Context: an optimization exercise on an open-source flow, tuned for small area and few clock cycles per item. The choices shown serve that exercise and are no tape-out recipe. Where RTL was checked, it was by simulation tests only, not by an equivalence proof against the original. The clock port is modelled as an ideal driver; clocking choices that lean on that would not hold on a real chip.

the previous run:
// dot_prod_top
module dot_prod_top #(
   parameter int sample_w = dot_pkg::sample_w,
   parameter int prod_w   = dot_pkg::prod_w,
   parameter int sum_w    = dot_pkg::sum_w,
   parameter int out_w    = dot_pkg::out_w,
   parameter int dot_len  = dot_pkg::dot_len
) (
   input  logic                       clk,
   input  logic                       rst_n_i,
   input  logic                       req_i,
   input  logic signed [sample_w-1:0] xi_i,
   input  logic signed [sample_w-1:0] xq_i,
   input  logic signed [sample_w-1:0] yi_i,
   input  logic signed [sample_w-1:0] yq_i,
   input  logic                       res_ack_i,
   output logic                       ack_o,
   output logic                       res_req_o,
   output logic signed [out_w-1:0]    res_i_o,
   output logic signed [out_w-1:0]    res_q_o
);
export LEC_CHECK = 0
export CAP_MARGIN = 20
export CORE_MARGIN = 2
export CORE_UTILIZATION = 60
export PLACE_DENSITY = 0.75
export SLEW_MARGIN = 20
create_clock -name core_clock -period 8.0 [get_ports {clk}]
standard.sh (not shown) runs the stock make flow with config.mk's settings and CLKGATE_MAP_FILE= SYNTH_SCRIPT=/design/flow/synth_recipe.tcl, a recipe that flattens the netlist after the stock synthesis.
==> flow/flow/run.sh <==
#!/bin/bash
# Layout flow: the standard flow (standard.sh) with three changes that
# only affect cell choice, not the design or its constraints:
#  - ABC maps the synthesized logic with an area-oriented script
#    (flow/abc_area_nf.script) instead of the speed script; synthesis is
#    otherwise synth_recipe.tcl unchanged (same passes, flatten, renames);
#  - the port buffers that ORFS inserts are sky130_fd_sc_hd__buf_1;
#  - clock_tree_synthesis gets the arguments in flow/cts_args (small clock
#    buffers, no dummy loads); after CTS, flow/fix_clock_leaves.tcl turns
#    leaf clock buffers whose flip-flops would see a high slew into
#    clkbuf_8 (log: fix_clock_leaves.log).
# make's output goes to standard.log here; each tool's full log is under
# orfs/logs.
set -euo pipefail
here=$(pwd)
{
  printf 'proc abc {args} {\n'
  printf '  set i [lsearch -exact $args -script]\n'
  printf '  if {$i >= 0} { lset args [expr {$i + 1}] %s/flow/abc_area_nf.script }\n' "$here"
  printf '  yosys abc {*}$args\n'
  printf '}\n'
  cat synth_recipe.tcl
} > my_synth.tcl
sed "s#SYNTH_SCRIPT=[^ ]*#SYNTH_SCRIPT=$here/my_synth.tcl#" standard.sh > my_standard.sh
grep -q "SYNTH_SCRIPT=$here/my_synth.tcl" my_standard.sh
# optional extra arguments for yosys synth (flow/synth_args), e.g. -noabc
# to leave the fine-grained logic to extract_fa and the final ABC run.
if [[ -s flow/synth_args ]]; then export SYNTH_ARGS="$(cat flow/synth_args)"; fi
export BUFFER_PORTS_ARGS="-buffer_cell sky130_fd_sc_hd__buf_1"
export CTS_ARGS="$(cat flow/cts_args)"
bash my_standard.sh cts > standard_cts.log 2>&1
RES_DIR=$here/orfs/results/sky130hd/dot_prod_top/base \
  openroad -no_init -exit flow/fix_clock_leaves.tcl > fix_clock_leaves.log 2>&1
bash my_standard.sh > standard.log 2>&1
Other scripts of this flow, unchanged in this note and not shown: flow/flow/abc_area_nf.script, flow/flow/cts_args, flow/flow/fix_clock_leaves.tcl, flow/flow/synth_args
The previous run completed every stage of the flow, and the final layout passed the timing, DRC and antenna checks.
### the previous run -> the current run
-- flow/design.v --
<<< the previous run, line 419
   assign sum[8] = t_s127 ^ t_c126 ^ t_c164;
   assign t_c165 = (t_s127 & t_c126) | (t_s127 & t_c164) | (t_c126 & t_c164);
   assign sum[9] = t_s129 ^ t_c128 ^ t_c165;
   assign t_c166 = (t_s129 & t_c128) | (t_s129 & t_c165) | (t_c128 & t_c165);
   assign sum[10] = t_s131 ^ t_c130 ^ t_c166;
   assign t_c167 = (t_s131 & t_c130) | (t_s131 & t_c166) | (t_c130 & t_c166);
   assign co[0] = t_c167;
   assign sum[11] = t_s133 ^ t_c132;
   assign t_c168 = t_s133 & t_c132;
   assign sum[12] = t_s135 ^ t_c134 ^ t_c168;
   assign t_c169 = (t_s135 & t_c134) | (t_s135 & t_c168) | (t_c134 & t_c168);
>>> the current run, line 419
   assign sum[8] = t_s127 ^ t_c126 ^ t_c164;
   assign t_c165 = (t_s127 & t_c126) | (t_s127 & t_c164) | (t_c126 & t_c164);
   assign co[0] = t_c165;
   assign sum[9] = t_s129 ^ t_c128;
   assign t_c166 = t_s129 & t_c128;
   assign sum[10] = t_s131 ^ t_c130 ^ t_c166;
   assign t_c167 = (t_s131 & t_c130) | (t_s131 & t_c166) | (t_c130 & t_c166);
   assign sum[11] = t_s133 ^ t_c132 ^ t_c167;
   assign t_c168 = (t_s133 & t_c132) | (t_s133 & t_c167) | (t_c132 & t_c167);
   assign sum[12] = t_s135 ^ t_c134 ^ t_c168;
   assign t_c169 = (t_s135 & t_c134) | (t_s135 & t_c168) | (t_c134 & t_c168);
<<< the previous run, line 438
   assign sum[17] = t_s145 ^ t_c144 ^ t_c173;
   assign t_c174 = (t_s145 & t_c144) | (t_s145 & t_c173) | (t_c144 & t_c173);
   assign sum[18] = t_s147 ^ t_c146 ^ t_c174;
   assign t_c175 = (t_s147 & t_c146) | (t_s147 & t_c174) | (t_c146 & t_c174);
   assign sum[19] = t_s149 ^ t_c148 ^ t_c175;
   assign t_c176 = (t_s149 & t_c148) | (t_s149 & t_c175) | (t_c148 & t_c175);
   assign co[1] = t_c176;
   assign sum[20] = t_s151 ^ t_c150;
   assign t_c177 = t_s151 & t_c150;
   assign sum[21] = t_s153 ^ t_c152 ^ t_c177;
   assign t_c178 = (t_s153 & t_c152) | (t_s153 & t_c177) | (t_c152 & t_c177);
>>> the current run, line 438
   assign sum[17] = t_s145 ^ t_c144 ^ t_c173;
   assign t_c174 = (t_s145 & t_c144) | (t_s145 & t_c173) | (t_c144 & t_c173);
   assign co[1] = t_c174;
   assign sum[18] = t_s147 ^ t_c146;
   assign t_c175 = t_s147 & t_c146;
   assign sum[19] = t_s149 ^ t_c148 ^ t_c175;
   assign t_c176 = (t_s149 & t_c148) | (t_s149 & t_c175) | (t_c148 & t_c175);
   assign sum[20] = t_s151 ^ t_c150 ^ t_c176;
   assign t_c177 = (t_s151 & t_c150) | (t_s151 & t_c176) | (t_c150 & t_c176);
   assign sum[21] = t_s153 ^ t_c152 ^ t_c177;
   assign t_c178 = (t_s153 & t_c152) | (t_s153 & t_c177) | (t_c152 & t_c177);
<<< the previous run, line 465
   output logic [26:0] r
);
   logic u11;
   logic u12;
>>> the current run, line 465
   output logic [26:0] r
);
   logic u9;
   logic u10;
   logic u11;
   logic u12;
<<< the previous run, line 489
   assign r[7] = b[7];
   assign r[8] = b[8];
   assign r[9] = b[9];
   assign r[10] = b[10];
   assign r[11] = b[11] ^ c[0];
   assign u11 = b[11] & c[0];
   assign r[12] = b[12] ^ u11;
   assign u12 = b[12] & u11;
>>> the current run, line 491
   assign r[7] = b[7];
   assign r[8] = b[8];
   assign r[9] = b[9] ^ c[0];
   assign u9 = b[9] & c[0];
   assign r[10] = b[10] ^ u9;
   assign u10 = b[10] & u9;
   assign r[11] = b[11] ^ u10;
   assign u11 = b[11] & u10;
   assign r[12] = b[12] ^ u11;
   assign u12 = b[12] & u11;
<<< the previous run, line 505
   assign r[17] = b[17] ^ u16;
   assign u17 = b[17] & u16;
   assign r[18] = b[18] ^ u17;
   assign u18 = b[18] & u17;
   assign r[19] = b[19] ^ u18;
   assign u19 = b[19] & u18;
   assign r[20] = b[20] ^ u19 ^ c[1];
   assign u20 = (b[20] & u19) | (b[20] & c[1]) | (u19 & c[1]);
   assign r[21] = b[21] ^ u20;
   assign u21 = b[21] & u20;
>>> the current run, line 509
   assign r[17] = b[17] ^ u16;
   assign u17 = b[17] & u16;
   assign r[18] = b[18] ^ u17 ^ c[1];
   assign u18 = (b[18] & u17) | (b[18] & c[1]) | (u17 & c[1]);
   assign r[19] = b[19] ^ u18;
   assign u19 = b[19] & u18;
   assign r[20] = b[20] ^ u19;
   assign u20 = b[20] & u19;
   assign r[21] = b[21] ^ u20;
   assign u21 = b[21] & u20;
Notes after the runs:
Comparing the current run and the previous run, share of synthesized cell area in full adder, half adder and majority cells is lower on the previous run.
Standard cell area after detailed placement: the current run vs the previous run — no meaningful difference
Diff the previous run -> the current run: met2 routing resource usage after global routing +0.71 points.
The current run and the previous run ended up with nearly the same hold slack.
Looking at worst setup slack, the current run sits 21 ps lower than the previous run does.
Taking the previous run as the reference, in the current run synthesized cell count flat; final cell area excluding filler cells now sits at about the same level.
Changes observed in the current run relative to the previous run: placed wire-length estimate after detailed placement decreased by about 1.7% relative to the old numbers; via count now larger; routed wire length shows an increase of about 1.6%.
Testbench counts of the current run, summed over its fixed seeds: cycles 9,612, results 320.
Function not checked in the previous run: the RTL went through the layout flow alone.

## afterwards: timing with drivers on the ports
How much do the figures lean on ideal ports? The routed layouts below were timed once more, with nothing changed but the port constraints. Step 1 sets driving cells, clkbuf_16 on the clock port and buf_2 on the other inputs (assumed; they add their load-dependent delay and slew). Step 2 adds t to the input delays and takes it off the output delays; t is the mean of the earliest and latest rising clock arrival at the registers after step 1. Input paths then give back, and output paths get back, about the clock's delay inside the block. a / b / c = ideal / step 1 / step 2; a / b = the first two.
run | shift t [ns] | setup slack, ns | worst setup path at the end | cell pins on the clock port's net
the previous run | 0.575 | 0.399 / 0.399 / 0.399 | register to register | 1
the current run | 0.573 | 0.378 / 0.378 / 0.378 | register to register | 1
After both steps setup and hold are still met in every run listed.
